This design comes from an exercise in tuning for small area, a short achievable clock period and few clock cycles per item on the open sky130 flow, not from production work.
Function was not checked in any run shown here: the RTL went through the layout flow alone.

===== design/flow/flow/run.sh =====
#!/bin/bash
# The standard layout, with repair_timing aiming below the clock period
# (setup margin) so the critical paths are sized and buffered, and the port
# buffers made from the smallest buffer cell (repair sizes them up as needed).
set -euo pipefail
bash standard.sh SETUP_SLACK_MARGIN=7.0 "BUFFER_PORTS_ARGS=-buffer_cell sky130_fd_sc_hd__buf_1" finish > make.log 2>&1

===== design/flow/standard.sh =====
#!/bin/bash
# synth_recipe.tcl (not shown) runs the flow's synth.tcl, then flattens the netlist and writes it again
# the make line also repeats each setting of config.mk as NAME=value (left out here)
make -C /OpenROAD-flow-scripts/flow DESIGN_CONFIG=/design/flow/config.mk WORK_HOME=/design/flow/orfs CLKGATE_MAP_FILE= SYNTH_SCRIPT=/design/flow/synth_recipe.tcl "${@:-finish}"

===== design/flow/config.mk =====
export PLATFORM = sky130hd
export DESIGN_NAME = ycbcr420_to_rgb_flip_core
export DESIGN_NICKNAME = ycbcr420_to_rgb_flip_core
export VERILOG_FILES = /design/flow/design.v
export SDC_FILE = /design/flow/constraint.sdc
export NUM_CORES = 4
export LEC_CHECK = 0
export CAP_MARGIN = 20
export CORE_MARGIN = 2
export CORE_UTILIZATION = 40
export CTS_BUF_LIST = sky130_fd_sc_hd__clkbuf_4
export CTS_CLUSTER_SIZE = 40
export SLEW_MARGIN = 20

===== design/flow/constraint.sdc =====
create_clock -name core_clock -period 11.0 [get_ports {clk}]
set_input_delay 2.2000 -clock core_clock [delete_from_list [all_inputs] [get_ports {clk}]]
set_output_delay 2.2000 -clock core_clock [all_outputs]
set_load 0.01 [all_outputs]

===== design/flow/design.v =====
package ycrgb_pkg;
	localparam logic [9:0]  RST_COL_MAX = 10'd159;   
	localparam logic [9:0]  RST_ROW_MAX = 10'd119;   
	localparam logic [12:0] RST_ROW_STRIDE = 13'd960;
endpackage
module ycrgb_chroma
(
	input  logic [7:0] cb,    
	input  logic [7:0] cr,    
	output logic [9:0] kr,
	output logic [8:0] kg,
	output logic [9:0] kb
);
	wire rw1 = ~cr[5] ^ cr[3];
	wire rw2 = ~cr[5] & cr[3];
	wire rw3 = ~cr[6] ^ cr[4];
	wire rw4 = ~cr[6] & cr[4];
	wire rw5 = cr[7] ^ cr[5] ^ cr[3];
	wire rw6 = (cr[7] & cr[5]) | (cr[7] & cr[3]) | (cr[5] & cr[3]);
	wire rw7 = cr[6] ^ cr[4];
	wire rw8 = cr[6] & cr[4];
	wire rw9 = ~cr[7] ^ cr[5] ^ ~cr[1];
	wire rw10 = (~cr[7] & cr[5]) | (~cr[7] & ~cr[1]) | (cr[5] & ~cr[1]);
	wire rw11 = cr[6] ^ ~cr[2] ^ cr[0];
	wire rw12 = (cr[6] & ~cr[2]) | (cr[6] & cr[0]) | (~cr[2] & cr[0]);
	wire rw13 = ~cr[7] ^ ~cr[3];
	wire rw14 = ~cr[7] & ~cr[3];
	wire rw15 = ~cr[4] ^ cr[2];
	wire rw16 = ~cr[4] & cr[2];
	wire rw17 = ~cr[5] ^ cr[3] ^ ~cr[1];
	wire rw18 = (~cr[5] & cr[3]) | (~cr[5] & ~cr[1]) | (cr[3] & ~cr[1]);
	wire rw19 = ~cr[6] ^ cr[4] ^ ~cr[2];
	wire rw20 = (~cr[6] & cr[4]) | (~cr[6] & ~cr[2]) | (cr[4] & ~cr[2]);
	wire rw21 = cr[7] ^ cr[5] ^ ~cr[3];
	wire rw22 = (cr[7] & cr[5]) | (cr[7] & ~cr[3]) | (cr[5] & ~cr[3]);
	wire rw23 = cr[6] ^ ~cr[4] ^ cr[2];
	wire rw24 = (cr[6] & ~cr[4]) | (cr[6] & cr[2]) | (~cr[4] & cr[2]);
	wire rw25 = ~cr[7] ^ ~cr[5] ^ cr[3];
	wire rw26 = (~cr[7] & ~cr[5]) | (~cr[7] & cr[3]) | (~cr[5] & cr[3]);
	wire rw27 = cr[1] ^ 1'b1;
	wire rw28 = cr[1] & 1'b1;
	wire rw29 = cr[2] ^ rw3 ^ rw2;
	wire rw30 = (cr[2] & rw3) | (cr[2] & rw2) | (rw3 & rw2);
	wire rw31 = 1'b1 ^ rw5 ^ rw4;
	wire rw32 = (1'b1 & rw5) | (1'b1 & rw4) | (rw5 & rw4);
	wire rw33 = ~cr[0] ^ rw7 ^ rw6;
	wire rw34 = (~cr[0] & rw7) | (~cr[0] & rw6) | (rw7 & rw6);
	wire rw35 = 1'b1 ^ rw9 ^ rw8;
	wire rw36 = (1'b1 & rw9) | (1'b1 & rw8) | (rw9 & rw8);
	wire rw37 = 1'b1 ^ rw11 ^ rw10;
	wire rw38 = (1'b1 & rw11) | (1'b1 & rw10) | (rw11 & rw10);
	wire rw39 = cr[1] ^ rw13 ^ rw12;
	wire rw40 = (cr[1] & rw13) | (cr[1] & rw12) | (rw13 & rw12);
	wire rw41 = ~cr[0] ^ rw15 ^ rw14;
	wire rw42 = (~cr[0] & rw15) | (~cr[0] & rw14) | (rw15 & rw14);
	wire rw43 = 1'b1 ^ rw17 ^ rw16;
	wire rw44 = (1'b1 & rw17) | (1'b1 & rw16) | (rw17 & rw16);
	wire rw45 = cr[0] ^ rw19 ^ rw18;
	wire rw46 = (cr[0] & rw19) | (cr[0] & rw18) | (rw19 & rw18);
	wire rw47 = cr[1] ^ rw21 ^ rw20;
	wire rw48 = (cr[1] & rw21) | (cr[1] & rw20) | (rw21 & rw20);
	wire rw49 = 1'b1 ^ rw23 ^ rw22;
	wire rw50 = (1'b1 & rw23) | (1'b1 & rw22) | (rw23 & rw22);
	wire rw51 = 1'b1 ^ rw25 ^ rw24;
	wire rw52 = (1'b1 & rw25) | (1'b1 & rw24) | (rw25 & rw24);
	wire rw53 = ~cr[6] ^ cr[4] ^ rw26;
	wire rw54 = (~cr[6] & cr[4]) | (~cr[6] & rw26) | (cr[4] & rw26);
	wire rw55 = cr[7] ^ cr[5];
	wire rw56 = cr[7] & cr[5];
	wire rw57 = cr[6] ^ 1'b1;
	wire rw58 = cr[6] & 1'b1;
	wire [22:0] rw59 = {1'b1,~cr[7],rw57,rw55,rw53,rw51,rw49,rw47,rw45,rw43,rw41,rw39,rw37,rw35,rw33,rw31,rw29,rw1,1'b0,1'b0,1'b0,1'b0,1'b0};
	wire [22:0] rw60 = {1'b0,rw58,rw56,rw54,rw52,rw50,rw48,rw46,rw44,rw42,rw40,rw38,rw36,rw34,rw32,rw30,rw28,rw27,1'b0,1'b0,1'b0,1'b0,1'b0};
	wire [22:0] rw61 = rw59 + rw60;
	assign kr = {rw61[22],rw61[21],rw61[20],rw61[19],rw61[18],rw61[17],rw61[16],rw61[15],rw61[14],rw61[13]};
	wire gw1 = ~cb[6] ^ cb[3];
	wire gw2 = ~cb[6] & cb[3];
	wire gw3 = cb[7] ^ cb[4];
	wire gw4 = cb[7] & cb[4];
	wire gw5 = cb[5] ^ ~cb[3];
	wire gw6 = cb[5] & ~cb[3];
	wire gw7 = ~cb[4] ^ ~cb[2];
	wire gw8 = ~cb[4] & ~cb[2];
	wire gw9 = ~cb[5] ^ ~cb[3] ^ ~cb[0];
	wire gw10 = (~cb[5] & ~cb[3]) | (~cb[5] & ~cb[0]) | (~cb[3] & ~cb[0]);
	wire gw11 = cr[5] ^ ~cr[1];
	wire gw12 = cr[5] & ~cr[1];
	wire gw13 = ~cb[6] ^ ~cb[4] ^ ~cb[1];
	wire gw14 = (~cb[6] & ~cb[4]) | (~cb[6] & ~cb[1]) | (~cb[4] & ~cb[1]);
	wire gw15 = cr[6] ^ ~cr[2];
	wire gw16 = cr[6] & ~cr[2];
	wire gw17 = cb[7] ^ ~cb[5] ^ ~cb[2];
	wire gw18 = (cb[7] & ~cb[5]) | (cb[7] & ~cb[2]) | (~cb[5] & ~cb[2]);
	wire gw19 = ~cr[7] ^ ~cr[3];
	wire gw20 = ~cr[7] & ~cr[3];
	wire gw21 = ~cb[6] ^ ~cb[3] ^ ~cr[4];
	wire gw22 = (~cb[6] & ~cb[3]) | (~cb[6] & ~cr[4]) | (~cb[3] & ~cr[4]);
	wire gw23 = cb[7] ^ ~cb[4] ^ ~cb[0];
	wire gw24 = (cb[7] & ~cb[4]) | (cb[7] & ~cb[0]) | (~cb[4] & ~cb[0]);
	wire gw25 = ~cb[5] ^ ~cb[1];
	wire gw26 = ~cb[5] & ~cb[1];
	wire gw27 = ~cb[6] ^ ~cb[2] ^ cr[7];
	wire gw28 = (~cb[6] & ~cb[2]) | (~cb[6] & cr[7]) | (~cb[2] & cr[7]);
	wire gw29 = cb[7] ^ ~cb[3];
	wire gw30 = cb[7] & ~cb[3];
	wire gw31 = ~cb[4] ^ cb[1] ^ ~cr[2];
	wire gw32 = (~cb[4] & cb[1]) | (~cb[4] & ~cr[2]) | (cb[1] & ~cr[2]);
	wire gw33 = ~cb[5] ^ cb[2] ^ ~cb[0];
	wire gw34 = (~cb[5] & cb[2]) | (~cb[5] & ~cb[0]) | (cb[2] & ~cb[0]);
	wire gw35 = ~cb[1] ^ ~cr[4] ^ cr[2];
	wire gw36 = (~cb[1] & ~cr[4]) | (~cb[1] & cr[2]) | (~cr[4] & cr[2]);
	wire gw37 = ~cr[0] ^ 1'b1;
	wire gw38 = ~cr[0] & 1'b1;
	wire gw39 = ~cb[2] ^ ~cr[5] ^ cr[3];
	wire gw40 = (~cb[2] & ~cr[5]) | (~cb[2] & cr[3]) | (~cr[5] & cr[3]);
	wire gw41 = ~cr[1] ^ gw3 ^ gw2;
	wire gw42 = (~cr[1] & gw3) | (~cr[1] & gw2) | (gw3 & gw2);
	wire gw43 = ~cr[6] ^ cr[4] ^ ~cr[2];
	wire gw44 = (~cr[6] & cr[4]) | (~cr[6] & ~cr[2]) | (cr[4] & ~cr[2]);
	wire gw45 = 1'b1 ^ gw5 ^ gw4;
	wire gw46 = (1'b1 & gw5) | (1'b1 & gw4) | (gw5 & gw4);
	wire gw47 = cb[6] ^ ~cb[4] ^ cr[7];
	wire gw48 = (cb[6] & ~cb[4]) | (cb[6] & cr[7]) | (~cb[4] & cr[7]);
	wire gw49 = cr[5] ^ ~cr[3] ^ gw6;
	wire gw50 = (cr[5] & ~cr[3]) | (cr[5] & gw6) | (~cr[3] & gw6);
	wire gw51 = ~cb[7] ^ ~cb[5] ^ cr[6];
	wire gw52 = (~cb[7] & ~cb[5]) | (~cb[7] & cr[6]) | (~cb[5] & cr[6]);
	wire gw53 = ~cr[4] ^ 1'b1;
	wire gw54 = ~cr[4] & 1'b1;
	wire gw55 = ~cb[6] ^ ~cr[7] ^ ~cr[5];
	wire gw56 = (~cb[6] & ~cr[7]) | (~cb[6] & ~cr[5]) | (~cr[7] & ~cr[5]);
	wire gw57 = ~cb[2] ^ ~cb[0];
	wire gw58 = ~cb[2] & ~cb[0];
	wire gw59 = ~cb[3] ^ ~cb[1];
	wire gw60 = ~cb[3] & ~cb[1];
	wire gw61 = cr[4] ^ ~cr[0] ^ 1'b1;
	wire gw62 = (cr[4] & ~cr[0]) | (cr[4] & 1'b1) | (~cr[0] & 1'b1);
	wire gw63 = 1'b1 ^ gw9 ^ gw11;
	wire gw64 = (1'b1 & gw9) | (1'b1 & gw11) | (gw9 & gw11);
	wire gw65 = gw13 ^ gw15 ^ gw10;
	wire gw66 = (gw13 & gw15) | (gw13 & gw10) | (gw15 & gw10);
	wire gw67 = gw17 ^ gw19 ^ gw14;
	wire gw68 = (gw17 & gw19) | (gw17 & gw14) | (gw19 & gw14);
	wire gw69 = 1'b1 ^ gw21 ^ gw18;
	wire gw70 = (1'b1 & gw21) | (1'b1 & gw18) | (gw21 & gw18);
	wire gw71 = ~cr[5] ^ 1'b1 ^ gw23;
	wire gw72 = (~cr[5] & 1'b1) | (~cr[5] & gw23) | (1'b1 & gw23);
	wire gw73 = ~cr[6] ^ 1'b1 ^ gw25;
	wire gw74 = (~cr[6] & 1'b1) | (~cr[6] & gw25) | (1'b1 & gw25);
	wire gw75 = ~cr[0] ^ 1'b1 ^ gw27;
	wire gw76 = (~cr[0] & 1'b1) | (~cr[0] & gw27) | (1'b1 & gw27);
	wire gw77 = cb[0] ^ ~cr[1] ^ gw29;
	wire gw78 = (cb[0] & ~cr[1]) | (cb[0] & gw29) | (~cr[1] & gw29);
	wire gw79 = cr[0] ^ 1'b1 ^ gw31;
	wire gw80 = (cr[0] & 1'b1) | (cr[0] & gw31) | (1'b1 & gw31);
	wire gw81 = ~cr[3] ^ cr[1] ^ gw33;
	wire gw82 = (~cr[3] & cr[1]) | (~cr[3] & gw33) | (cr[1] & gw33);
	wire gw83 = gw1 ^ gw35 ^ gw37;
	wire gw84 = (gw1 & gw35) | (gw1 & gw37) | (gw35 & gw37);
	wire gw85 = gw39 ^ gw41 ^ gw36;
	wire gw86 = (gw39 & gw41) | (gw39 & gw36) | (gw41 & gw36);
	wire gw87 = gw43 ^ gw45 ^ gw40;
	wire gw88 = (gw43 & gw45) | (gw43 & gw40) | (gw45 & gw40);
	wire gw89 = gw47 ^ gw49 ^ gw44;
	wire gw90 = (gw47 & gw49) | (gw47 & gw44) | (gw49 & gw44);
	wire gw91 = gw51 ^ gw53 ^ gw48;
	wire gw92 = (gw51 & gw53) | (gw51 & gw48) | (gw53 & gw48);
	wire gw93 = 1'b1 ^ gw55 ^ gw52;
	wire gw94 = (1'b1 & gw55) | (1'b1 & gw52) | (gw55 & gw52);
	wire gw95 = cb[7] ^ ~cr[6] ^ 1'b1;
	wire gw96 = (cb[7] & ~cr[6]) | (cb[7] & 1'b1) | (~cr[6] & 1'b1);
	wire gw97 = cr[2] ^ 1'b1;
	wire gw98 = cr[2] & 1'b1;
	wire gw99 = cr[3] ^ gw59 ^ gw58;
	wire gw100 = (cr[3] & gw59) | (cr[3] & gw58) | (gw59 & gw58);
	wire gw101 = gw7 ^ gw61 ^ gw60;
	wire gw102 = (gw7 & gw61) | (gw7 & gw60) | (gw61 & gw60);
	wire gw103 = gw8 ^ gw63 ^ gw62;
	wire gw104 = (gw8 & gw63) | (gw8 & gw62) | (gw63 & gw62);
	wire gw105 = gw12 ^ gw65 ^ gw64;
	wire gw106 = (gw12 & gw65) | (gw12 & gw64) | (gw65 & gw64);
	wire gw107 = gw16 ^ gw67 ^ gw66;
	wire gw108 = (gw16 & gw67) | (gw16 & gw66) | (gw67 & gw66);
	wire gw109 = gw20 ^ gw69 ^ gw68;
	wire gw110 = (gw20 & gw69) | (gw20 & gw68) | (gw69 & gw68);
	wire gw111 = gw22 ^ gw71 ^ gw70;
	wire gw112 = (gw22 & gw71) | (gw22 & gw70) | (gw71 & gw70);
	wire gw113 = gw24 ^ gw73 ^ gw72;
	wire gw114 = (gw24 & gw73) | (gw24 & gw72) | (gw73 & gw72);
	wire gw115 = gw26 ^ gw75 ^ gw74;
	wire gw116 = (gw26 & gw75) | (gw26 & gw74) | (gw75 & gw74);
	wire gw117 = gw28 ^ gw77 ^ gw76;
	wire gw118 = (gw28 & gw77) | (gw28 & gw76) | (gw77 & gw76);
	wire gw119 = gw30 ^ gw79 ^ gw78;
	wire gw120 = (gw30 & gw79) | (gw30 & gw78) | (gw79 & gw78);
	wire gw121 = gw32 ^ gw81 ^ gw80;
	wire gw122 = (gw32 & gw81) | (gw32 & gw80) | (gw81 & gw80);
	wire gw123 = gw34 ^ gw83 ^ gw82;
	wire gw124 = (gw34 & gw83) | (gw34 & gw82) | (gw83 & gw82);
	wire gw125 = gw38 ^ gw85 ^ gw84;
	wire gw126 = (gw38 & gw85) | (gw38 & gw84) | (gw85 & gw84);
	wire gw127 = gw42 ^ gw87 ^ gw86;
	wire gw128 = (gw42 & gw87) | (gw42 & gw86) | (gw87 & gw86);
	wire gw129 = gw46 ^ gw89 ^ gw88;
	wire gw130 = (gw46 & gw89) | (gw46 & gw88) | (gw89 & gw88);
	wire gw131 = gw50 ^ gw91 ^ gw90;
	wire gw132 = (gw50 & gw91) | (gw50 & gw90) | (gw91 & gw90);
	wire gw133 = gw54 ^ gw93 ^ gw92;
	wire gw134 = (gw54 & gw93) | (gw54 & gw92) | (gw93 & gw92);
	wire gw135 = gw56 ^ gw95 ^ gw94;
	wire gw136 = (gw56 & gw95) | (gw56 & gw94) | (gw95 & gw94);
	wire gw137 = cr[7] ^ 1'b1 ^ gw96;
	wire gw138 = (cr[7] & 1'b1) | (cr[7] & gw96) | (1'b1 & gw96);
	wire [23:0] gw139 = {gw138,gw137,gw135,gw133,gw131,gw129,gw127,gw125,gw123,gw121,gw119,gw117,gw115,gw113,gw111,gw109,gw107,gw105,gw103,gw101,gw99,gw57,1'b0,1'b0};
	wire [23:0] gw140 = {1'b0,gw136,gw134,gw132,gw130,gw128,gw126,gw124,gw122,gw120,gw118,gw116,gw114,gw112,gw110,gw108,gw106,gw104,gw102,gw100,gw98,gw97,1'b0,1'b0};
	wire [23:0] gw141 = gw139 + gw140;
	assign kg = {gw141[23],gw141[22],gw141[21],gw141[20],gw141[19],gw141[18],gw141[17],gw141[16],gw141[15]};
	wire bw1 = ~cb[7] ^ ~cb[5];
	wire bw2 = ~cb[7] & ~cb[5];
	wire bw3 = ~cb[6] ^ cb[4];
	wire bw4 = ~cb[6] & cb[4];
	wire bw5 = cb[6] ^ ~cb[4];
	wire bw6 = cb[6] & ~cb[4];
	wire bw7 = cb[3] ^ cb[0] ^ 1'b1;
	wire bw8 = (cb[3] & cb[0]) | (cb[3] & 1'b1) | (cb[0] & 1'b1);
	wire bw9 = cb[1] ^ 1'b1 ^ bw3;
	wire bw10 = (cb[1] & 1'b1) | (cb[1] & bw3) | (1'b1 & bw3);
	wire bw11 = cb[7] ^ cb[5] ^ cb[2];
	wire bw12 = (cb[7] & cb[5]) | (cb[7] & cb[2]) | (cb[5] & cb[2]);
	wire bw13 = cb[6] ^ cb[3];
	wire bw14 = cb[6] & cb[3];
	wire bw15 = cb[2] ^ 1'b1;
	wire bw16 = cb[2] & 1'b1;
	wire bw17 = bw1 ^ bw7 ^ bw6;
	wire bw18 = (bw1 & bw7) | (bw1 & bw6) | (bw7 & bw6);
	wire bw19 = bw2 ^ bw9 ^ bw8;
	wire bw20 = (bw2 & bw9) | (bw2 & bw8) | (bw9 & bw8);
	wire bw21 = bw4 ^ bw11 ^ bw10;
	wire bw22 = (bw4 & bw11) | (bw4 & bw10) | (bw11 & bw10);
	wire bw23 = 1'b1 ^ bw13 ^ bw12;
	wire bw24 = (1'b1 & bw13) | (1'b1 & bw12) | (bw13 & bw12);
	wire bw25 = ~cb[7] ^ cb[4] ^ bw14;
	wire bw26 = (~cb[7] & cb[4]) | (~cb[7] & bw14) | (cb[4] & bw14);
	wire bw27 = cb[5] ^ 1'b1;
	wire bw28 = cb[5] & 1'b1;
	wire bw29 = ~cb[7] ^ cb[0];
	wire bw30 = ~cb[7] & cb[0];
	wire [22:0] bw31 = {1'b1,~cb[7],cb[6],cb[5],cb[4],cb[3],cb[2],cb[1],1'b1,cb[6],bw27,bw25,bw23,bw21,bw19,bw17,bw5,1'b0,1'b0,1'b0,1'b0,1'b0,1'b0};
	wire [22:0] bw32 = {1'b0,1'b0,1'b1,1'b1,1'b1,1'b0,1'b1,bw30,bw29,bw28,bw26,bw24,bw22,bw20,bw18,bw16,bw15,1'b0,1'b0,1'b0,1'b0,1'b0,1'b0};
	wire [22:0] bw33 = bw31 + bw32;
	assign kb = {bw33[22],bw33[21],bw33[20],bw33[19],bw33[18],bw33[17],bw33[16],bw33[15],bw33[14],bw33[13]};
endmodule
module ycrgb_luma
(
	input  logic [7:0] luma,
	output logic [8:0] yy
);
	wire w1 = luma[4] ^ luma[2];
	wire w2 = luma[4] & luma[2];
	wire w3 = luma[5] ^ luma[3] ^ luma[1];
	wire w4 = (luma[5] & luma[3]) | (luma[5] & luma[1]) | (luma[3] & luma[1]);
	wire w5 = luma[6] ^ luma[4];
	wire w6 = luma[6] & luma[4];
	wire w7 = luma[7] ^ luma[5] ^ luma[3];
	wire w8 = (luma[7] & luma[5]) | (luma[7] & luma[3]) | (luma[5] & luma[3]);
	wire w9 = luma[6] ^ luma[4];
	wire w10 = luma[6] & luma[4];
	wire w11 = luma[7] ^ luma[5];
	wire w12 = luma[7] & luma[5];
	wire w13 = luma[7] ^ luma[2];
	wire w14 = luma[7] & luma[2];
	wire w15 = luma[3] ^ luma[1];
	wire w16 = luma[3] & luma[1];
	wire w17 = luma[0] ^ 1'b1 ^ w1;
	wire w18 = (luma[0] & 1'b1) | (luma[0] & w1) | (1'b1 & w1);
	wire w19 = 1'b1 ^ w3 ^ w2;
	wire w20 = (1'b1 & w3) | (1'b1 & w2) | (w3 & w2);
	wire w21 = luma[2] ^ w5 ^ w4;
	wire w22 = (luma[2] & w5) | (luma[2] & w4) | (w5 & w4);
	wire w23 = luma[0] ^ w7 ^ w6;
	wire w24 = (luma[0] & w7) | (luma[0] & w6) | (w7 & w6);
	wire w25 = luma[1] ^ w9 ^ w8;
	wire w26 = (luma[1] & w9) | (luma[1] & w8) | (w9 & w8);
	wire w27 = luma[2] ^ w11 ^ w10;
	wire w28 = (luma[2] & w11) | (luma[2] & w10) | (w11 & w10);
	wire w29 = luma[6] ^ luma[3] ^ w12;
	wire w30 = (luma[6] & luma[3]) | (luma[6] & w12) | (luma[3] & w12);
	wire w31 = luma[7] ^ luma[4];
	wire w32 = luma[7] & luma[4];
	wire [20:0] w33 = {1'b0,luma[7],luma[6],luma[5],w31,w29,w27,w25,w23,w21,w19,w17,w15,luma[0],luma[6],luma[5],1'b0,1'b0,1'b0,1'b0,1'b0};
	wire [20:0] w34 = {1'b0,1'b0,1'b0,w32,w30,w28,w26,w24,w22,w20,w18,w16,w14,w13,luma[1],luma[0],1'b0,1'b0,1'b0,1'b0,1'b0};
	wire [20:0] w35 = w33 + w34;
	assign yy = {w35[20],w35[19],w35[18],w35[17],w35[16],w35[15],w35[14],w35[13],w35[12]};
endmodule
module ycbcr420_to_rgb_flip_core
#(
	parameter int MAX_WIDTH  = 2048,
	parameter int MAX_HEIGHT = 2048
) (
	input  logic        clk,
	input  logic        arst_n,
	input  logic        wr_en,
	input  logic [1:0]  wr_index,
	input  logic [12:0] wr_data,
	input  logic        s_tvalid,
	output logic        s_tready,
	input  logic [47:0] s_tdata,
	output logic        m_tvalid,
	input  logic        m_tready,
	output logic [71:0] m_tdata,
	output logic        m_tlast,
	output logic        m_tuser
);
	function automatic logic [7:0] sat8(input logic signed [10:0] v);
		if (v[10]) begin
			sat8 = 8'd0;
		end else if (v[9] | v[8]) begin
			sat8 = 8'd255;
		end else begin
			sat8 = v[7:0];
		end
	endfunction
	logic        ph;        
	logic        v1;
	logic        v2;
	logic        ld2;
	logic        r2_free;
	logic        ov;
	logic        olast;     
	logic        addr_ok;
	logic        adv;       
	logic        r1_free;
	logic        ld1;
	logic        ld1_in;    
	logic        ld_lo;
	logic        acc;
	logic        skid_v;    
	logic [7:0]  sk_a;
	logic [7:0]  sk_b;
	assign adv      = v2 && (!ov || m_tready) && addr_ok;
	assign r2_free  = !v2 || adv;
	assign ld2      = v1 && r2_free;
	assign r1_free  = !v1 || ld2;
	assign ld1      = r1_free && (skid_v || s_tvalid);
	assign ld1_in   = r1_free && !skid_v && s_tvalid;
	assign ld_lo    = adv && !olast;
	assign s_tready = ph && !skid_v;
	assign acc      = s_tvalid && s_tready;
	always_ff @(posedge clk or negedge arst_n) begin
		if (!arst_n) begin
			ph     <= 1'b0;
			skid_v <= 1'b0;
			v1     <= 1'b0;
			v2     <= 1'b0;
			ov     <= 1'b0;
			olast  <= 1'b1;
		end else begin
			if (ld1_in || acc) begin
				ph <= !ph;
			end
			if (acc && !r1_free) begin
				skid_v <= 1'b1;
			end else if (r1_free) begin
				skid_v <= 1'b0;
			end
			if (r1_free) begin
				v1 <= skid_v || s_tvalid;
			end
			if (r2_free) begin
				v2 <= v1;
			end
			if (adv) begin
				ov    <= 1'b1;
				olast <= !olast;
			end else if (m_tready) begin
				ov    <= 1'b0;
			end
		end
	end
	always_ff @(posedge clk) begin
		if (acc && !r1_free) begin
			sk_a <= s_tdata[23:16];
			sk_b <= s_tdata[31:24];
		end
	end
	logic [7:0] ya_q;
	logic [7:0] yb_q;
	logic [7:0] cb_q;
	logic [7:0] cr_q;
	always_ff @(posedge clk) begin
		if (ld1) begin
			ya_q <= skid_v ? sk_a : (ph ? s_tdata[23:16] : s_tdata[7:0]);
			yb_q <= skid_v ? sk_b : (ph ? s_tdata[31:24] : s_tdata[15:8]);
		end
		if (ld1_in) begin
			cb_q <= s_tdata[39:32];
			cr_q <= s_tdata[47:40];
		end
	end
	logic [8:0]        yy_a;
	logic [8:0]        yy_b;
	logic signed [9:0] kr;
	logic signed [8:0] kg;
	logic signed [9:0] kb;
	ycrgb_luma u_luma_a (.luma(ya_q), .yy(yy_a));
	ycrgb_luma u_luma_b (.luma(yb_q), .yy(yy_b));
	ycrgb_chroma u_chroma (
		.cb (cb_q ^ 8'h80),
		.cr (cr_q ^ 8'h80),
		.kr (kr),
		.kg (kg),
		.kb (kb)
	);
	logic [8:0]        yy_a_q;
	logic [8:0]        yy_b_q;
	logic signed [9:0] kr_q;
	logic signed [8:0] kg_q;
	logic signed [9:0] kb_q;
	always_ff @(posedge clk) begin
		if (ld2) begin
			yy_a_q <= yy_a;
			yy_b_q <= yy_b;
			kr_q   <= kr;
			kg_q   <= kg;
			kb_q   <= kb;
		end
	end
	function automatic logic [10:0] add11(input logic [10:0] a, input logic [10:0] b);
		logic c;
		c = 1'b0;
		for (int i = 0; i < 11; i++) begin
			add11[i] = a[i] ^ b[i] ^ c;
			c        = (a[i] & b[i]) | (c & (a[i] ^ b[i]));
		end
	endfunction
	logic [9:0]  cm;        
	logic [9:0]  rm;        
	logic [12:0] stride;
	logic [9:0]  col;       
	logic [9:0]  row;       
	logic        lc_q;      
	logic        lr_q;      
	logic        lr_q2;
	logic        wr_q;      
	logic        clamp;
	logic        lc_adv;
	logic        lr_adv;
	logic [23:0] base;      
	logic        bvalid;
	logic        bstart;
	logic [3:0]  bcnt;
	logic        kbit_q;
	logic        st_q;
	logic [9:0]  wr_max;
	logic [9:0]  col_n;
	logic [9:0]  row_n;
	logic [9:0]  kmul;
	logic [15:0] kmul_x;
	logic [23:0] badd_a;
	logic [23:0] badd_b;
	logic [23:0] badd;
	logic        row_step;
	logic        wr_geo;
	function automatic logic ge10(input logic [9:0] a, input logic [9:0] b);
		logic c;
		c = 1'b1;
		for (int i = 0; i < 10; i++) begin
			c = (a[i] & ~b[i]) | ((a[i] | ~b[i]) & c);
		end
		ge10 = c;
	endfunction
	function automatic logic [9:0] inc10(input logic [9:0] a);
		logic c;
		c = 1'b1;
		for (int i = 0; i < 10; i++) begin
			inc10[i] = a[i] ^ c;
			c        = a[i] & c;
		end
	endfunction
	function automatic logic [9:0] sub10(input logic [9:0] a, input logic [9:0] b);
		logic c;
		c = 1'b1;
		for (int i = 0; i < 10; i++) begin
			sub10[i] = a[i] ^ ~b[i] ^ c;
			c        = (a[i] & ~b[i]) | ((a[i] | ~b[i]) & c);
		end
	endfunction
	logic [9:0] col_p1;
	logic [9:0] row_p1;
	assign col_p1 = inc10(col);
	assign row_p1 = inc10(row);
	always_comb begin
		if (wr_data[10:0] == 11'd0) begin
			wr_max = 10'd0;
		end else if (wr_data[10]) begin
			wr_max = 10'd1023;
		end else begin
			wr_max = wr_data[9:0] - 10'd1;
		end
	end
	assign wr_geo = wr_en && (wr_index != 2'd3);
	always_ff @(posedge clk or negedge arst_n) begin
		if (!arst_n) begin
			cm     <= ycrgb_pkg::RST_COL_MAX;
			rm     <= ycrgb_pkg::RST_ROW_MAX;
			stride <= ycrgb_pkg::RST_ROW_STRIDE;
		end else if (wr_en) begin
			case (wr_index)
				2'd0: cm     <= wr_max;
				2'd1: rm     <= wr_max;
				2'd2: stride <= wr_data;
				default: ;
			endcase
		end
	end
	assign row_step = ld_lo && lc_q && !lr_q;
	assign clamp    = !bvalid && !wr_q && !wr_geo;
	assign lc_adv   = lc_q ? (cm == 10'd0) : ge10(col_p1, cm);
	assign lr_adv   = lc_q ? (lr_q ? (rm == 10'd0) : ge10(row_p1, rm)) : lr_q;
	always_comb begin
		col_n = col;
		row_n = row;
		if (ld_lo) begin
			if (lc_q) begin
				col_n = 10'd0;
				row_n = lr_q ? 10'd0 : row_p1;
			end else begin
				col_n = col_p1;
			end
		end else if (clamp) begin
			if (lc_q) begin
				col_n = cm;
			end
			if (lr_q) begin
				row_n = rm;
			end
		end
	end
	always_ff @(posedge clk or negedge arst_n) begin
		if (!arst_n) begin
			col   <= '0;
			row   <= '0;
			lc_q  <= 1'b0;
			lr_q  <= 1'b0;
			lr_q2 <= 1'b0;
			wr_q  <= 1'b0;
		end else begin
			col   <= col_n;
			row   <= row_n;
			if (ld_lo) begin
				lc_q <= lc_adv;
				lr_q <= lr_adv;
			end else begin
				lc_q <= (clamp && lc_q) || ge10(col, cm);
				lr_q <= (clamp && lr_q) || ge10(row, rm);
			end
			lr_q2 <= lr_q;
			wr_q  <= wr_geo;
		end
	end
	assign kmul   = lr_q ? rm : sub10(rm, row);
	assign kmul_x = {6'd0, kmul};
	assign bstart = st_q || wr_q || (lr_q && !lr_q2);
	assign badd_a = bvalid ? base : {base[22:0], 1'b0};
	assign badd_b = bvalid ? ~(24'({stride, 1'b0})) : (kbit_q ? 24'({stride, 1'b0}) : 24'd0);
	assign badd   = badd_a + badd_b + 24'(bvalid);
	always_ff @(posedge clk or negedge arst_n) begin
		if (!arst_n) begin
			bvalid <= 1'b0;
			bcnt   <= 4'd10;
			st_q   <= 1'b1;
		end else begin
			st_q <= 1'b0;
			if (bstart) begin
				bvalid <= 1'b0;
				bcnt   <= 4'd10;
			end else if (!bvalid) begin
				if (bcnt == 4'd0) begin
					bvalid <= 1'b1;
				end
				bcnt <= bcnt - 4'd1;
			end
		end
	end
	always_ff @(posedge clk) begin
		if (bstart) begin
			base   <= '0;
			kbit_q <= 1'b0;
		end else begin
			if (!bvalid || row_step) begin
				base <= badd;
			end
			kbit_q <= kmul_x[bcnt - 4'd1];
		end
	end
	assign addr_ok = olast ? (bvalid || lr_q) : 1'b1;
	logic [47:0] opix;
	logic [23:0] ooff;
	logic        ouser;
	logic [23:0] up_off;
	assign up_off = (lr_q ? 24'd0 : base) + 24'({col, 2'b00}) + 24'({col, 1'b0});
	always_ff @(posedge clk) begin
		if (adv) begin
			opix[7:0]   <= sat8(add11(11'(yy_a_q), 11'(kr_q)));
			opix[15:8]  <= sat8(add11(11'(yy_a_q), 11'(kg_q)));
			opix[23:16] <= sat8(add11(11'(yy_a_q), 11'(kb_q)));
			opix[31:24] <= sat8(add11(11'(yy_b_q), 11'(kr_q)));
			opix[39:32] <= sat8(add11(11'(yy_b_q), 11'(kg_q)));
			opix[47:40] <= sat8(add11(11'(yy_b_q), 11'(kb_q)));
			ooff        <= olast ? up_off : ooff + 24'(stride);
			ouser       <= !olast && lc_q && lr_q;
		end
	end
	assign m_tvalid = ov;
	assign m_tlast  = olast;
	assign m_tuser  = ouser;
	assign m_tdata  = {ooff, opix};
endmodule

==> results of run 1 <==
-- synthesized netlist by cell type, drive strengths merged (19+ instances only) --
master	n	area [sq um]
clkbuf	52	195.2
dfstp	20	525.5
nand2b	22	137.6
nand2	128	480.5
edfxtp	168	5045
a31oi	22	137.6
a21oi	104	520.5
mux2i	26	260.3
o22ai	19	118.9
xnor2	70	613.1
mux2	36	405.4
nand3	21	105.1
dfxtp	25	500.5
ha	230	2878
inv	258	968.4
o21ai	82	410.4
dfrtp	49	1226
o21a	29	217.7
xor2	33	289.0
nor3	44	220.2
fa	143	2863
nor2b	30	187.7
nor2	194	728.2
-- registers in the layout, indices dropped and copies added (netlist names), 10 cells and up --
| name | count |
|---|---|
| kb_q | 10 |
| kr_q | 10 |
| base | 24 |
| cm | 10 |
| ooff | 24 |
| col | 10 |
| stride | 13 |
| opix | 48 |
| row | 10 |
| rm | 10 |
-- metal layers --
metal | share of wire | GRT usage | vias to the layer above
met3 | 0.046 | 0.03868 | 88
li1 | - | - | 7489
met1 | 0.44 | 0.2559 | 7497
met5 | 0 | 0 | -
met4 | 0.025 | 0.06210 | 0
met2 | 0.49 | 0.3290 | 382
-- critical path, cell delays in order (launching register included) --
cell and delay (ps):
edfxtp_1 490, buf_4 190, inv_4 60, ha_1 130, inv_1 50, fa_1 530
fa_1 450, fa_1 540, inv_2 50, ha_4 220, and2_4 170, o31a_1 110
a22oi_2 170, nand4_1 200, nand2_2 170, o2111ai_4 130, a21oi_2 150, xor2_1 80
-- final cells by class --
class / instances / area, sq um
antenna: 1 / 2.502
clock buffer: 114 / 855.8
clock inverter: 30 / 152.6
fill: 4754 / 27180
inverter: 260 / 1002
multi-input combinational: 1441 / 12890
sequential: 262 / 7303
tap: 680 / 850.8
timing repair buffer: 218 / 1172
-- worst min-delay path by stage --
stage               startpoint  cells past startpoint      end
global placement            v1                      1       v2
CTS                         v1                      1       v2
finish                      v1                      1       v2
global route           base[8]                      2  base[8]
floorplan                 lr_q                      0    lr_q2
detailed placement          v1                      1       v2
-- cells by family (layout without fill, tap and decap cells) --
group                    after synthesis  after routing  share of synthesized area
adder cells (fa/ha/maj)              387            387                     0.2829
AND/OR/NAND/NOR                      512            512                     0.1133
flip-flops                           262            262                     0.3505
XOR/XNOR                             103            103                    0.04333
other                                  1              2                  0.0001801
buffers and inverters                320            622                    0.05776
AO/OA/AOI/OAI                        370            370                     0.1136
multiplexers                          68             68                    0.03846
-- through the flow --
step | cells | hold slack (ps) | util | area, sq um
3_5_place_dp | 2797 | 458.8 | 0.4306 | 22140
2_1_floorplan | 2023 | 351.9 | - | 20880
6_report | 3006 | 468.8 | 0.4713 | 24230
3_3_place_gp | 2797 | 451.6 | 0.4306 | 22140
4_1_cts | 2975 | 474.5 | 0.4590 | 23590
5_1_grt | 3006 | 509.4 | 0.4713 | 24230
-- repair_timing --
item                                    CTS  global route
gates resized for setup                  63           110
setup buffers                            34            30
pin swaps                                23            51
endpoints found under the setup margin   57            76
hold endpoints to repair                  0             0
==> summary.md, run 1 <==
| Metric | Value |
|---|---|
| Outcome | `timing/DRC/antenna clean` |
| Most frequent cells in the layout | `inv_1, ha_1, nor2_1, edfxtp_1, buf_1` |
| Longest Clk Path Bufs | `3` |
| GP Congestion | `around 0.9` |
| WL/cell | `17.60 um` |
| RSZ-0062 raised after global routing | `true` |
| Distinct cells, synth | `77` |
| Final period util | `0.3755` |
| Final-report max-slew violation count | `0` |
| I/O pins | `144` |
| # clock sinks | `~260` |
| Worst hold path class | `reg2reg` |
| Die area | `between 50000 and 60000 sq um` |
| Arr. time, crit path | `between 4000 and 5000 ps` |
| Iter 0 DRT Violations | `slightly below 800` |
| Clock latency on the worst-skew pair | `~820 ps` |
| Headroom to the max-slew limit | `0.3004` |
| Rows | `just over 80` |
| Count of state elements after synthesis | `roughly 260` |
| Nets | `between 2000 and 3000` |
| Ys flop type | `edfxtp_1` |
| Post-Syn Nets | `between 2000 and 2500` |
| Largest net degree at the start of global routing | `70` |
| Total CTS buffers | `77` |
| Reg2Reg Launch Point | `cb_q[6]` |
| GRT Overall Usage | `0.1966` |
| Area Growth Syn to Fin | `16.36%` |
| DRC viols | `0` |
| Die Wd | `~230 um` |
| R2R cell count | `17` |
| Share of cells above drive strength 1 | `0.1871` |
| Post-DP HPWL | `a little under 40 mm` |
| Netlist Area Pre-Place | `between 20000 and 25000 sq um` |
| DRT antenna net count | `0` |
| Setup slack, reg-to-reg | `between 6000 and 7000 ps` |
| RR Endpoint | `kg_q[8]` |
| Actual slew at the worst max-slew pin | `around 1000 ps` |
| GRT Residual Overflow | `0` |
| Setup TNS | `0 ps` |
| Worst path required time | `roughly 12000 ps` |
| Via count | `15460` |
| Min setup slack post-route | `around 7000 ps` |
| Initial antenna violation count | `1` |
| Fmax | `between 200 and 250 MHz` |
| Crit end category | `flop` |
| Vias per inst | `~5` |
| Clock Tree Root | `clkbuf_4` |
| Starting density of the core | `0.4050` |
| Crit path max fanout | `4` |
| Port bufs | `approximately 140` |
| Core Area | `roughly 50000 sq um` |
| Cells after Synth | `between 2000 and 2500` |
| Max_cap viols | `0` |
| Endpoints failing hold | `0` |
| First-pass GRT wire length | `roughly 83 mm` |
| Place WS | `6248 ps` |
| Synthesized area per cell | `10.29 sq um` |
| Ys Warns | `1` |
| Layout Skew | `slightly below 70 ps` |
| Setup violators final | `0` |
| Die height | `232.1 um` |
| Post-synth EDFFs | `~170` |
| Fin crit period | `4131 ps` |
| Hold_buf cts | `0` |
| Worst setup endpoint | `kg_q[8]` |
| H-tree depth | `3` |
| First drt pass iteration count | `4` |
| CP Class | `reg2reg` |
| Post-Route WL | `between 50 and 60 mm` |
| Startpoint types | `flop` |
| CP startpoint | `cb_q[6]` |
| Commonest non-fill, non-tap cell in the layout | `inv_1` |
| Vias in the first global route | `~16000` |
| FFs w/ async S/R, synth | `0.2634` |
| Sequential area share after synthesis | `0.3505` |
| Clock transition at the registers of the reported paths | `around 70 ps` |
| CTS tree | `done` |
==> run 2: changes to the inputs <==
--- a/design/flow/config.mk
+++ b/design/flow/config.mk
@@ -10,4 +10,3 @@
 export CORE_UTILIZATION = 40
-export CTS_BUF_LIST = sky130_fd_sc_hd__clkbuf_4
-export CTS_CLUSTER_SIZE = 40
+export CTS_BUF_LIST = sky130_fd_sc_hd__clkbuf_8
 export SLEW_MARGIN = 20
==> run 2 against run 1 <==
Against the previous run:
- cell area down 0.51%
- non-clock buffer count down 13
- synthesized cell count unchanged
- wire length down 0.98%
==> summary.md, run 2 <==
| Metric | Value |
|---|---|
| Outcome | `timing/DRC/antenna clean` |
| WL/cell | `17.83 um (+1.3%)` |
| I/O pins | `144 (unchanged)` |
| Min setup slack post-route | `6891 ps (+22.08 ps)` |
| Hold_buf cts | `0 (unchanged)` |
| Actual slew at the worst max-slew pin | `1072 ps (+27.33 ps)` |
| Sequential area share after synthesis | `0.3505 (unchanged)` |
| Most used cell, CP | `fa_2` |
| DRC viols | `0 (unchanged)` |
| Post-synth EDFFs | `168 (unchanged)` |
| Ys Warns | `1 (unchanged)` |
| Crit path max fanout | `2 (-2)` |
| Headroom to the max-slew limit | `0.2821 (-0.01830)` |
| Final-report max-slew violation count | `0 (unchanged)` |
| Worst hold slack | `479.2 ps (+10.39 ps)` |
| GR Util met2 | `0.3286 (-0.0003731)` |
| Total CTS buffers | `49 (-36%)` |
| Fin crit period | `4109 ps (-22.08 ps)` |
| Met1 Use GR | `0.2552 (-0.0006886)` |
| Biggest register | `opix` |
| FFs w/ async S/R, synth | `0.2634 (unchanged)` |
| Worst path required time | `11500 ps (-60 ps)` |
| Synth Area in Adders | `0.2829 (unchanged)` |
| Clock latency on the worst-skew pair | `630 ps (-190 ps)` |
| Worst-path cell chain | `inv_2 -> ha_4 -> inv_2 -> fa_2 -> fa_2 -> fa_2 -> fa_2 -> fa_2 -> fa_2 -> inv_2 -> fa_1 -> inv_1 -> mux4_2 -> mux4_2 -> nand2_2 -> nor2_2` |
| Top post-synthesis cells by area | `edfxtp_1, ha_1, fa_1` |
| GP Congestion | `0.8972 (unchanged)` |
| Synthesized area per cell | `10.29 sq um (unchanged)` |
| Nets | `2660 (-1.5%)` |
| Synth area leader | `edfxtp_1` |
| Layout Skew | `27.73 ps (-39.86 ps)` |
| CP max stage delay | `470 ps (-70 ps)` |
| Met3 usage | `0.02861 (-0.01007)` |
| Hold depth | `1 (unchanged)` |
| Post-Route WL | `52.39 mm (-0.98%)` |
| H-tree depth | `2 (-1)` |
| CTS tree | `done` |
| Post-Synth Simple-Gate Area | `0.1133 (unchanged)` |
| Top Registers | `opix (48), base (24), ooff (24)` |
| Clock Tree Root | `clkbuf_8` |
| Final instance area | `24100 sq um (-0.51%)` |
| Most frequent cells in the layout | `inv_1, ha_1, nor2_1, edfxtp_1, buf_1` |
| DRT antenna net count | `0 (unchanged)` |
| First drt pass iteration count | `5 (+1)` |
| Vias in the first global route | `15470 (-1.5%)` |
| Largest net degree at the start of global routing | `70 (unchanged)` |
| Place WS | `6248 ps (unchanged)` |
| Synth top area share | `0.2423 (unchanged)` |
| Startpoint types | `flop` |
| Starting density of the core | `0.4050 (unchanged)` |
| Fill count | `4747 (-0.15%)` |
| XOR/XNOR Fraction of Synth Area | `0.04333 (unchanged)` |
| Setup violators final | `0 (unchanged)` |
| Distinct cells, synth | `77 (unchanged)` |
| Grt peak-use layer | `met2` |
| Post-DP HPWL | `39.37 mm (unchanged)` |
| Longest Clk Path Bufs | `3 (unchanged)` |
| # clock sinks | `262 (unchanged)` |
| R2R cell count | `16 (-1)` |
| WP depth | `16 (-1)` |
| Core Area | `51410 sq um (unchanged)` |
| Max_cap viols | `0 (unchanged)` |
| CP Class | `reg2reg` |
| Fmax | `243.4 MHz (+0.54%)` |
| Share of cells above drive strength 1 | `0.1563 (-0.03083)` |
| Iter 0 DRT Violations | `736 (-6.6%)` |
| Setup TNS | `0 ps (unchanged)` |
| Largest family of logic cells by synthesized area | `adder cells` |
| Crit end category | `flop` |
| Commonest cells post-synth | `inv_1, ha_1, nor2_1` |
| Initial antenna violation count | `0 (-1)` |
| First-pass GRT wire length | `81.92 mm (-0.99%)` |
| Cells after Synth | `2023 (unchanged)` |
| Delay-heaviest family, CP | `adder cells` |
| Endpoints failing hold | `0 (unchanged)` |
| Ant diodes | `0 (-1)` |
| Die area | `53890 sq um (unchanged)` |
| Compound-Gate Fraction of Synth Area | `0.1136 (unchanged)` |
| GRT Overall Usage | `0.1932 (-0.003377)` |
| GRT Residual Overflow | `0 (unchanged)` |
| Port bufs | `143 (unchanged)` |
| Placed cell area | `22140 sq um (unchanged)` |
| Clock transition at the registers of the reported paths | `60 ps (about the same)` |
| Via count | `15230 (-1.4%)` |
| Die height | `232.1 um (unchanged)` |
| Count of state elements after synthesis | `262 (unchanged)` |
| Most common cell in the synthesized netlist | `inv_1` |
| Commonest non-fill, non-tap cell in the layout | `inv_1` |
| Mux cell area share after synthesis | `0.03846 (unchanged)` |
| Post-Syn Nets | `2464 (unchanged)` |
| Worst Path Buf+Inv | `4 (unchanged)` |
| Die Wd | `232.1 um (unchanged)` |
| Area Growth Syn to Fin | `15.77%` |
| Ys flop type | `edfxtp_1` |
| Netlist Area Pre-Place | `20820 sq um (unchanged)` |
| Arr. time, crit path | `4610 ps (-80 ps)` |
| Vias per inst | `5.183 (+0.81%)` |
| Crit-path slowest cell | `mux4_2` |
| Worst hold path class | `reg2reg` |
| Final period util | `0.3735 (-0.002007)` |
| Rows | `83 (unchanged)` |
| Max FFs per register | `48 (unchanged)` |
| RSZ-0062 raised after global routing | `true` |
==> run 2: cell types whose count changed in the layout (fill, tap and decap cells not counted), sizes merged <==
cell,delta
buf,-13
bufinv,+4
clkbuf,-59
clkinv,-15
diode,-1
inv,+17
==> run 2: final timing paths <==
kind	start	end	slack, ps
hold / removal	v1	v2	480
hold reg to reg	v1	v2	480
max in group asynchronous	arst_n	bvalid	8570
min in group asynchronous	arst_n	stride[12]	1700
setup / recovery	rm[0]	kbit_q	6890
setup reg to reg	rm[0]	kbit_q	6890
==> run 2: stage by stage <==
step | util | instances
CTS | 0.4600 | 2921
global placement | 0.4306 | 2797
floorplan | - | 2023
detailed placement | 0.4306 | 2797
global route | 0.4689 | 2939
finish | 0.4689 | 2939
==> run 2: area by class of cell <==
| type | instances | area (sq um) | share of cell area |
|---|---|---|---|
| clock inverter | 36 | 279.0 | 0.01158 |
| sequential | 262 | 7303 | 0.3030 |
| timing repair buffer | 205 | 1052 | 0.04366 |
| clock buffer | 55 | 757.0 | 0.03141 |
| multi-input combinational | 1441 | 12860 | 0.5336 |
| inverter | 260 | 999.7 | 0.04148 |
| tap | 680 | 850.8 | 0.03530 |
==> run 2: logic make-up after synthesis <==
group | count (synthesis)
adder cells (fa/ha/maj) | 387
AO/OA/AOI/OAI | 370
multiplexers | 68
XOR/XNOR | 103
buffers and inverters | 320
other | 1
AND/OR/NAND/NOR | 512
flip-flops | 262
==> run 2: per-layer routing <==
layer	up-vias	wire, um
li1	7371	-
met1	7441	23390
met2	343	25580
met3	79	2275
met4	0	1151
met5	-	0
==> run 2: repair_timing <==
| action | CTS | global route |
|---|---|---|
| buffers inserted | 33 | 18 |
| resized for setup | 68 | 80 |
| setup endpoints to repair | 60 | 68 |
| pin swaps | 34 | 47 |
==> run 2: worst reg2reg max path: stages, from the launching register on <==
cell,delay [ps]
dfstp_2,380
inv_2,80
ha_4,130
inv_2,30
fa_2,340
fa_2,370
fa_2,360
fa_2,350
fa_2,350
fa_2,340
inv_2,60
fa_1,150
inv_1,40
mux4_2,440
mux4_2,470
nand2_2,90
nor2_2,40
==> run 3: changes to the inputs <==
--- a/design/flow/design.v
+++ b/design/flow/design.v
@@ -563,5 +563,17 @@
 	assign bstart = st_q || wr_q || (lr_q && !lr_q2);
-	assign badd_a = bvalid ? base : {base[22:0], 1'b0};
-	assign badd_b = bvalid ? ~(24'({stride, 1'b0})) : (kbit_q ? 24'({stride, 1'b0}) : 24'd0);
-	assign badd   = badd_a + badd_b + 24'(bvalid);
+	logic [14:0] badd_lo;
+	logic [9:0]  bhi_dec;
+	logic [9:0]  bhi_inc;
+	assign badd_a  = bvalid ? base : {base[22:0], 1'b0};
+	assign badd_b  = bvalid ? ~(24'({stride, 1'b0})) : (kbit_q ? 24'({stride, 1'b0}) : 24'd0);
+	assign badd_lo = {1'b0, badd_a[13:0]} + {1'b0, badd_b[13:0]} + 15'(bvalid);
+	assign bhi_dec = base[23:14] - 10'd1;
+	assign bhi_inc = base[22:13] + 10'd1;
+	always_comb begin
+		if (bvalid) begin
+			badd = {badd_lo[14] ? base[23:14] : bhi_dec, badd_lo[13:0]};
+		end else begin
+			badd = {badd_lo[14] ? bhi_inc : base[22:13], badd_lo[13:0]};
+		end
+	end
 	always_ff @(posedge clk or negedge arst_n) begin
@@ -600,3 +612,15 @@
 	logic [23:0] up_off;
-	assign up_off = (lr_q ? 24'd0 : base) + 24'({col, 2'b00}) + 24'({col, 1'b0});
+	logic [23:0] bsel;
+	logic [13:0] up_lo;
+	logic [13:0] lo_lo;
+	logic [10:0] bsel_inc;
+	logic [10:0] ooff_inc;
+	logic [23:0] lo_off;
+	assign bsel     = lr_q ? 24'd0 : base;
+	assign up_lo    = {1'b0, bsel[12:0]} + 14'({col, 2'b00}) + 14'({col, 1'b0});
+	assign bsel_inc = bsel[23:13] + 11'd1;
+	assign up_off   = {up_lo[13] ? bsel_inc : bsel[23:13], up_lo[12:0]};
+	assign lo_lo    = {1'b0, ooff[12:0]} + {1'b0, stride};
+	assign ooff_inc = ooff[23:13] + 11'd1;
+	assign lo_off   = {lo_lo[13] ? ooff_inc : ooff[23:13], lo_lo[12:0]};
 	always_ff @(posedge clk) begin
@@ -609,3 +633,3 @@
 			opix[47:40] <= sat8(add11(11'(yy_b_q), 11'(kb_q)));
-			ooff        <= olast ? up_off : ooff + 24'(stride);
+			ooff        <= olast ? up_off : lo_off;
 			ouser       <= !olast && lc_q && lr_q;
==> run 3 against run 2 <==
Against the previous run:
- die area shrank 1.5%
- register-to-register slack worse by 240 ps
- wire length rose by 1.5%
- global-route usage rose by 0.49 points
- synthesized cell count fell by 1.5%
- via count up 0.47%
- first-iteration DRC count is 46% higher
- fmax down 5.6%
- highest routed layer unchanged
==> summary.md, run 3 <==
| Metric | Value |
|---|---|
| Outcome | `timing/DRC/antenna clean` |
| Mux cell area share after synthesis | `0.03350 (-0.004964)` |
| Actual slew at the worst max-slew pin | `994.0 ps (-78.17 ps)` |
| Fmax | `229.8 MHz (-5.6%)` |
| Vias per inst | `5.211 (+0.53%)` |
| DRC viols | `0 (unchanged)` |
| Top post-synthesis cells by area | `edfxtp_1, ha_1, fa_1` |
| Crit-path slowest cell | `mux4_2` |
| Largest family of logic cells by synthesized area | `adder cells` |
| Fin crit period | `4353 ps (+244.0 ps)` |
| Share of cells above drive strength 1 | `0.1929 (+0.03667)` |
| I/O pins | `144 (unchanged)` |
| WL/cell | `18.11 um (+1.6%)` |
| Hold_buf cts | `0 (unchanged)` |
| GR Util met2 | `0.3279 (-0.0007013)` |
| Netlist Area Pre-Place | `20500 sq um (-1.5%)` |
| Iter 0 DRT Violations | `1074 (+46%)` |
| FFs w/ async S/R, synth | `0.2634 (unchanged)` |
| Delay-heaviest family, CP | `adder cells` |
| Die Wd | `230.4 um (-0.74%)` |
| GP Congestion | `0.8917 (-0.61%)` |
| Grt peak-use layer | `met2` |
| GRT Overall Usage | `0.1982 (+0.004947)` |
| Crit end category | `flop` |
| Ys Warns | `1 (unchanged)` |
| Worst-path cell chain | `inv_2 -> ha_4 -> inv_2 -> fa_2 -> fa_2 -> fa_2 -> fa_2 -> fa_2 -> fa_2 -> inv_2 -> fa_2 -> fa_1 -> mux4_2 -> or4_4 -> a21oi_2` |
| Core Area | `50380 sq um (-2.0%)` |
| Most frequent cells in the layout | `inv_1, ha_1, edfxtp_1, nor2_1, buf_1` |
| Most common cell in the synthesized netlist | `inv_1` |
| Die area | `53090 sq um (-1.5%)` |
| Rows | `82 (-1.2%)` |
| Most used cell, CP | `fa_2` |
| Area Growth Syn to Fin | `20.56%` |
| Met1 Use GR | `0.2623 (+0.007107)` |
| Final-report max-slew violation count | `0 (unchanged)` |
| CP max stage delay | `470 ps (about the same)` |
| Max_cap viols | `0 (unchanged)` |
| Layout Skew | `52.15 ps (+24.41 ps)` |
| Initial antenna violation count | `0 (unchanged)` |
| Non-filler cells, final | `2937 (-0.068%)` |
| Top Registers | `opix (48), base (24), ooff (24)` |
| Post-synth EDFFs | `168 (unchanged)` |
| Ys flop type | `edfxtp_1` |
| Fill count | `4527 (-4.6%)` |
| Final period util | `0.3957 (+0.02218)` |
| Vias in the first global route | `15580 (+0.71%)` |
| Placed insts | `2760 (-1.3%)` |
| DRT antenna net count | `0 (unchanged)` |
| Post-Route WL | `53.20 mm (+1.5%)` |
| CTS tree | `done` |
| Max FFs per register | `48 (unchanged)` |
| Via count | `15310 (+0.47%)` |
| Endpoints failing hold | `0 (unchanged)` |
| Clock latency on the worst-skew pair | `660 ps (+30 ps)` |
| Clock transition at the registers of the reported paths | `60 ps (about the same)` |
| Longest Clk Path Bufs | `3 (unchanged)` |
| Commonest cells post-synth | `inv_1, ha_1, nor2_1` |
| Starting density of the core | `0.4070 (+0.002044)` |
| Post-DP HPWL | `38.35 mm (-2.6%)` |
| Sequential area share after synthesis | `0.3559 (+0.005368)` |
| Post-Syn Nets | `2438 (-1.1%)` |
| First-pass GRT wire length | `83.01 mm (+1.3%)` |
| Ant diodes | `0 (unchanged)` |
| Nets | `2669 (+0.34%)` |
| Worst hold slack | `481.4 ps (+2.238 ps)` |
| Setup TNS | `0 ps (unchanged)` |
| Fin util | `0.4907 (+0.02185)` |
| Worst hold path class | `reg2reg` |
| # clock sinks | `262 (unchanged)` |
| Headroom to the max-slew limit | `0.3366 (+0.05453)` |
| Worst path required time | `11560 ps (+60 ps)` |
| Synth Area in Adders | `0.2859 (+0.003051)` |
| Port bufs | `143 (unchanged)` |
| Clock Tree Root | `clkbuf_8` |
| Setup violators final | `0 (unchanged)` |
| XOR/XNOR Fraction of Synth Area | `0.04229 (-0.001045)` |
| GRT Residual Overflow | `0 (unchanged)` |
| Synth area leader | `edfxtp_1` |
| Commonest non-fill, non-tap cell in the layout | `inv_1` |
| Count of state elements after synthesis | `262 (unchanged)` |
| Arr. time, crit path | `4910 ps (+300 ps)` |
| RSZ-0062 raised after global routing | `true` |
| Cells after Synth | `1992 (-1.5%)` |
| Distinct cells, synth | `72 (-6.5%)` |
| Startpoint types | `flop` |
| Largest net degree at the start of global routing | `70 (unchanged)` |
| Worst Path Buf+Inv | `3 (-1)` |
| Synthesized area per cell | `10.29 sq um (about the same)` |
| Synth top area share | `0.2460 (+0.003711)` |
| Met3 usage | `0.03508 (+0.006469)` |
| Post-Synth Simple-Gate Area | `0.1151 (+0.001796)` |
| Die height | `230.4 um (-0.74%)` |
| Biggest register | `opix` |
| Compound-Gate Fraction of Synth Area | `0.1074 (-0.006193)` |
| Crit path max fanout | `2 (unchanged)` |
| Total CTS buffers | `50 (+2.0%)` |
| First drt pass iteration count | `6 (+1)` |
| CP Class | `reg2reg` |
| H-tree depth | `2 (unchanged)` |
[run 3: cell count changes after synthesis, sizes merged, moves of 6 or more]
cell / before / now
xor2: 33 / 39
xnor2: 70 / 60
maj3: 14 / 6
inv: 258 / 266
mux2: 36 / 25
and3: 15 / 23
o21a: 29 / 12
nor2: 194 / 182
nand3: 21 / 31
nand2b: 22 / 13
[run 3: repair_timing]
item,in CTS,in global routing
gates resized for setup,138,112
buffers inserted,60,22
gates cloned,1,0
endpoints found under the setup margin,74,76
pin swaps,55,67
[run 3: worst paths after layout]
kind | end | slack [ps] | from | depth (start not counted)
hold reg to reg | base[9] | 480 | base[9] | 2
hold / removal | base[9] | 480 | base[9] | 2
max in group asynchronous | row[4] | 8670 | arst_n | 1
setup reg to reg | kbit_q | 6650 | rm[0] | 15
min in group asynchronous | stride[11] | 1660 | arst_n | 1
setup / recovery | kbit_q | 6650 | rm[0] | 15
[run 3: cell families after synthesis]
family | Yosys count
AO/OA/AOI/OAI | 352
XOR/XNOR | 99
adder cells (fa/ha/maj) | 384
buffers and inverters | 326
flip-flops | 262
multiplexers | 58
other | 1
AND/OR/NAND/NOR | 510
[run 3: final cells by class]
| type | instances | area [sq um] | share of cell area |
|---|---|---|---|
| clock buffers | 60 | 825.8 | 0.03341 |
| clock inverters | 34 | 444.2 | 0.01797 |
| inverters | 267 | 1047 | 0.04236 |
| multi-input cells | 1404 | 12890 | 0.5215 |
| flip-flops and latches | 262 | 7301 | 0.2953 |
| well taps | 672 | 840.8 | 0.03401 |
| repair buffers | 237 | 1365 | 0.05522 |
| repair inverters | 1 | 5.005 | 0.0002025 |
[run 3: per-layer routing]
layer	share of wire	up-vias
li1	-	7306
met4	0.030	0
met5	0	-
met3	0.056	99
met2	0.48	421
met1	0.43	7479
[run 3: through the flow]
step | setup WS, ps | instance area, sq um
after floorplan | 6688 | 20590
after global placement | 6168 | 21850
after detailed placement | 6398 | 21850
after CTS | 6594 | 24070
after global routing | 6548 | 24720
final | 6647 | 24720
[run 3: worst min-delay path, cell delays in order, from the launching register on]
cell,delay [ps]
dfxtp_1,320
nand2_1,60
a21oi_1,50
==> run 4: changes to the inputs <==
--- a/design/flow/flow/run.sh
+++ b/design/flow/flow/run.sh
@@ -5,2 +5,2 @@
 set -euo pipefail
-bash standard.sh SETUP_SLACK_MARGIN=7.0 "BUFFER_PORTS_ARGS=-buffer_cell sky130_fd_sc_hd__buf_1" finish > make.log 2>&1
+bash standard.sh SETUP_SLACK_MARGIN=6.9 "BUFFER_PORTS_ARGS=-buffer_cell sky130_fd_sc_hd__buf_1" finish > make.log 2>&1
==> run 4 against run 3 <==
Against the previous run:
- synthesized cell count stayed put
- cell area is 2.2% lower
- cell count is 0.51% lower
- hold slack worse by 4.2 ps
- critical path depth stayed put
- wire length is 1.3% lower
- critical endpoint unchanged
- highest routed layer unchanged
==> summary.md, run 4 <==
| Metric | Value |
|---|---|
| Outcome | `timing/DRC/antenna clean` |
| GP Congestion | `0.8935 (+0.20%)` |
| Actual slew at the worst max-slew pin | `1016 ps (+21.72 ps)` |
| First-pass GRT wire length | `82.39 mm (-0.76%)` |
| Initial antenna violation count | `0 (unchanged)` |
| DRC viols | `0 (unchanged)` |
| H-tree depth | `2 (unchanged)` |
| Max FFs per register | `48 (unchanged)` |
| Core Area | `50380 sq um (unchanged)` |
| Die area | `53090 sq um (unchanged)` |
| Total CTS buffers | `50 (unchanged)` |
| Post-DP HPWL | `38.88 mm (+1.4%)` |
| Headroom to the max-slew limit | `0.3221 (-0.01450)` |
| Cells after Synth | `1992 (unchanged)` |
| Worst hold slack | `477.2 ps (-4.188 ps)` |
| Endpoints failing hold | `0 (unchanged)` |
| # clock sinks | `262 (unchanged)` |
| GRT Overall Usage | `0.1965 (-0.001612)` |
| Sequential area share after synthesis | `0.3559 (unchanged)` |
| Setup violators final | `0 (unchanged)` |
| Placed insts | `2759 (-0.036%)` |
| CP Class | `reg2reg` |
| Clock latency on the worst-skew pair | `660 ps (about the same)` |
| Clock transition at the registers of the reported paths | `60 ps (about the same)` |
| FFs w/ async S/R, synth | `0.2634 (unchanged)` |
| Most frequent cells in the layout | `inv_1, ha_1, edfxtp_1, nor2_1, buf_1` |
| Ys Warns | `1 (unchanged)` |
| Die Wd | `230.4 um (unchanged)` |
| Count of state elements after synthesis | `262 (unchanged)` |
| GRT Residual Overflow | `0 (unchanged)` |
| Clock Tree Root | `clkbuf_8` |
| Synthesized area per cell | `10.29 sq um (unchanged)` |
| WL/cell | `17.98 um (-0.74%)` |
| Crit end category | `flop` |
| Fmax | `228.6 MHz (-0.51%)` |
| Vias per inst | `5.180 (-0.60%)` |
| Nets | `2654 (-0.56%)` |
| Netlist Area Pre-Place | `20500 sq um (unchanged)` |
| Worst path required time | `11530 ps (-30 ps)` |
| Fill count | `4617 (+2.0%)` |
| Rows | `82 (unchanged)` |
| Final-report max-slew violation count | `0 (unchanged)` |
| Commonest cells post-synth | `inv_1, ha_1, nor2_1` |
| Post-synth EDFFs | `168 (unchanged)` |
| CTS tree | `done` |
| Layout Skew | `70.34 ps (+18.19 ps)` |
| Worst hold path class | `reg2reg` |
| Synth top area share | `0.2460 (unchanged)` |
| Ys flop type | `edfxtp_1` |
| Most common cell in the synthesized netlist | `inv_1` |
| Top Registers | `opix (48), base (24), ooff (24)` |
| Port bufs | `143 (unchanged)` |
| Arr. time, crit path | `4900 ps (about the same)` |
| Startpoint types | `flop` |
| Top post-synthesis cells by area | `edfxtp_1, ha_1, fa_1` |
| Distinct cells, synth | `72 (unchanged)` |
| Non-filler cells, final | `2922 (-0.51%)` |
| Via count | `15140 (-1.1%)` |
| Vias in the first global route | `15440 (-0.87%)` |
| Biggest register | `opix` |
| Fin crit period | `4375 ps (+22.26 ps)` |
| Max_cap viols | `0 (unchanged)` |
| Synth area leader | `edfxtp_1` |
| Commonest non-fill, non-tap cell in the layout | `inv_1` |
| Final period util | `0.3977 (+0.002024)` |
| RSZ-0062 raised after global routing | `true` |
| Iter 0 DRT Violations | `869 (-19%)` |
| Ant diodes | `0 (unchanged)` |
| Share of cells above drive strength 1 | `0.1711 (-0.02182)` |
| Place WS | `6350 ps (-47.62 ps)` |
| Post-Route WL | `52.53 mm (-1.3%)` |
| Crit path max fanout | `2 (unchanged)` |
| Largest net degree at the start of global routing | `70 (unchanged)` |
| DRT antenna net count | `0 (unchanged)` |
| Min setup slack post-route | `6625 ps (-22.26 ps)` |
| Post-Syn Nets | `2438 (unchanged)` |
| First drt pass iteration count | `5 (-1)` |
| Starting density of the core | `0.4070 (unchanged)` |
| Longest Clk Path Bufs | `3 (unchanged)` |
| Area Growth Syn to Fin | `17.86%` |
| Die height | `230.4 um (unchanged)` |
| I/O pins | `144 (unchanged)` |
| Setup TNS | `0 ps (unchanged)` |
==> run 4: cell count changes in the layout (fill, tap and decap cells not counted), sizes merged <==
cell      previous run  this run
buf                237       222
inv                267       272
clkinv              16        23
clkbuf              60        56
bufinv              10         3
clkinvlp             9         8
==> run 4: what timing repair did <==
action,CTS,global route
resized for setup,71,133
gates cloned,1,0
pin swaps,33,66
setup buffers,34,34
setup endpoints to repair,67,78
hold buffers,0,0
==> run 4: path summary, 6_finish.rpt <==
check | start | end | slack [ps] | cells past startpoint
min in group asynchronous | arst_n | stride[12] | 1650 | 1
worst min-delay path | base[8] | base[8] | 480 | 2
worst max-delay path | rm[0] | kbit_q | 6630 | 15
worst max register to register | rm[0] | kbit_q | 6630 | 15
worst min register to register | base[8] | base[8] | 480 | 2
max in group asynchronous | arst_n | row[4] | 8610 | 1
==> run 4: layer usage <==
layer	track usage	share of wire
met1	0.2615	0.44
met2	0.3277	0.48
met5	0	0
met3	0.03162	0.055
met4	0.06351	0.028
==> run 4: worst max-delay path: stages (launching register included) <==
cell	delay, ps
dfstp_2	370
inv_2	60
ha_4	120
inv_2	30
fa_2	330
fa_2	350
fa_2	350
fa_2	340
fa_2	340
fa_2	340
inv_2	60
fa_2	190
fa_1	400
mux4_2	470
or4_4	430
a21oi_2	120
==> run 4: through the flow <==
stage / utilization / area (sq um)
floorplan: - / 20570
detailed placement: 0.4332 / 21820
finish: 0.4797 / 24170
CTS: 0.4638 / 23360
global route: 0.4797 / 24170
global placement: 0.4331 / 21820
==> run 4: cell families (layout without fill, tap and decap cells) <==
group | after synthesis | count (layout) | synth area share
buffers and inverters | 326 | 584 | 0.05974
muxes | 58 | 58 | 0.03350
DFF | 262 | 262 | 0.3559
other | 1 | 1 | 0.0001829
adders and majority gates | 384 | 384 | 0.2859
xor gates and xnor gates | 99 | 99 | 0.04229
AOI/OAI and AO/OA | 352 | 352 | 0.1074
and+or+nand+nor | 510 | 510 | 0.1151
==> run 4: final cells by class <==
class                   instances  area, sq um  area share
multi-input cells            1404        12760      0.5282
flip-flops and latches        262         7301      0.3021
repair buffers                222         1175     0.04862
inverters                     267         1032     0.04271
well taps                     672        840.8     0.03479
clock buffers                  56        770.7     0.03189
clock inverters                38        277.8     0.01149
repair inverters                1        5.005   0.0002071

[separate check: timing with driven ports]
How much do the figures lean on ideal ports? The routed layouts below were timed once more, with nothing changed but the port constraints. Step 1: set_driving_cell puts a clkbuf_16 on clk and a buf_2 on each other input, an assumption about the parent block. Step 2 adds t to the input delays and takes it off the output delays; t is the mean of the earliest and latest rising clock arrival at the registers after step 1. Input paths then give back, and output paths get back, about the clock's delay inside the block. Three values: ideal ports, drivers, drivers and shift; two values: the first two.
| run | t, ns | setup WS [ns] | worst data-port slew with drivers (ns) |
|---|---|---|---|
| run 1 | 0.836 | 6.869 / 6.869 / 6.423 | 0.05 |
| run 2 | 0.673 | 6.891 / 6.891 / 6.484 | 0.05 |
| run 3 | 0.694 | 6.647 / 6.647 / 6.584 | 0.04 |
| run 4 | 0.675 | 6.625 / 6.625 / 6.528 | 0.05 |
After both steps every run listed still meets setup and hold. The setup slack of run 1, which loses most, moves by 0.000 ns with the drivers and by -0.446 ns with both steps.
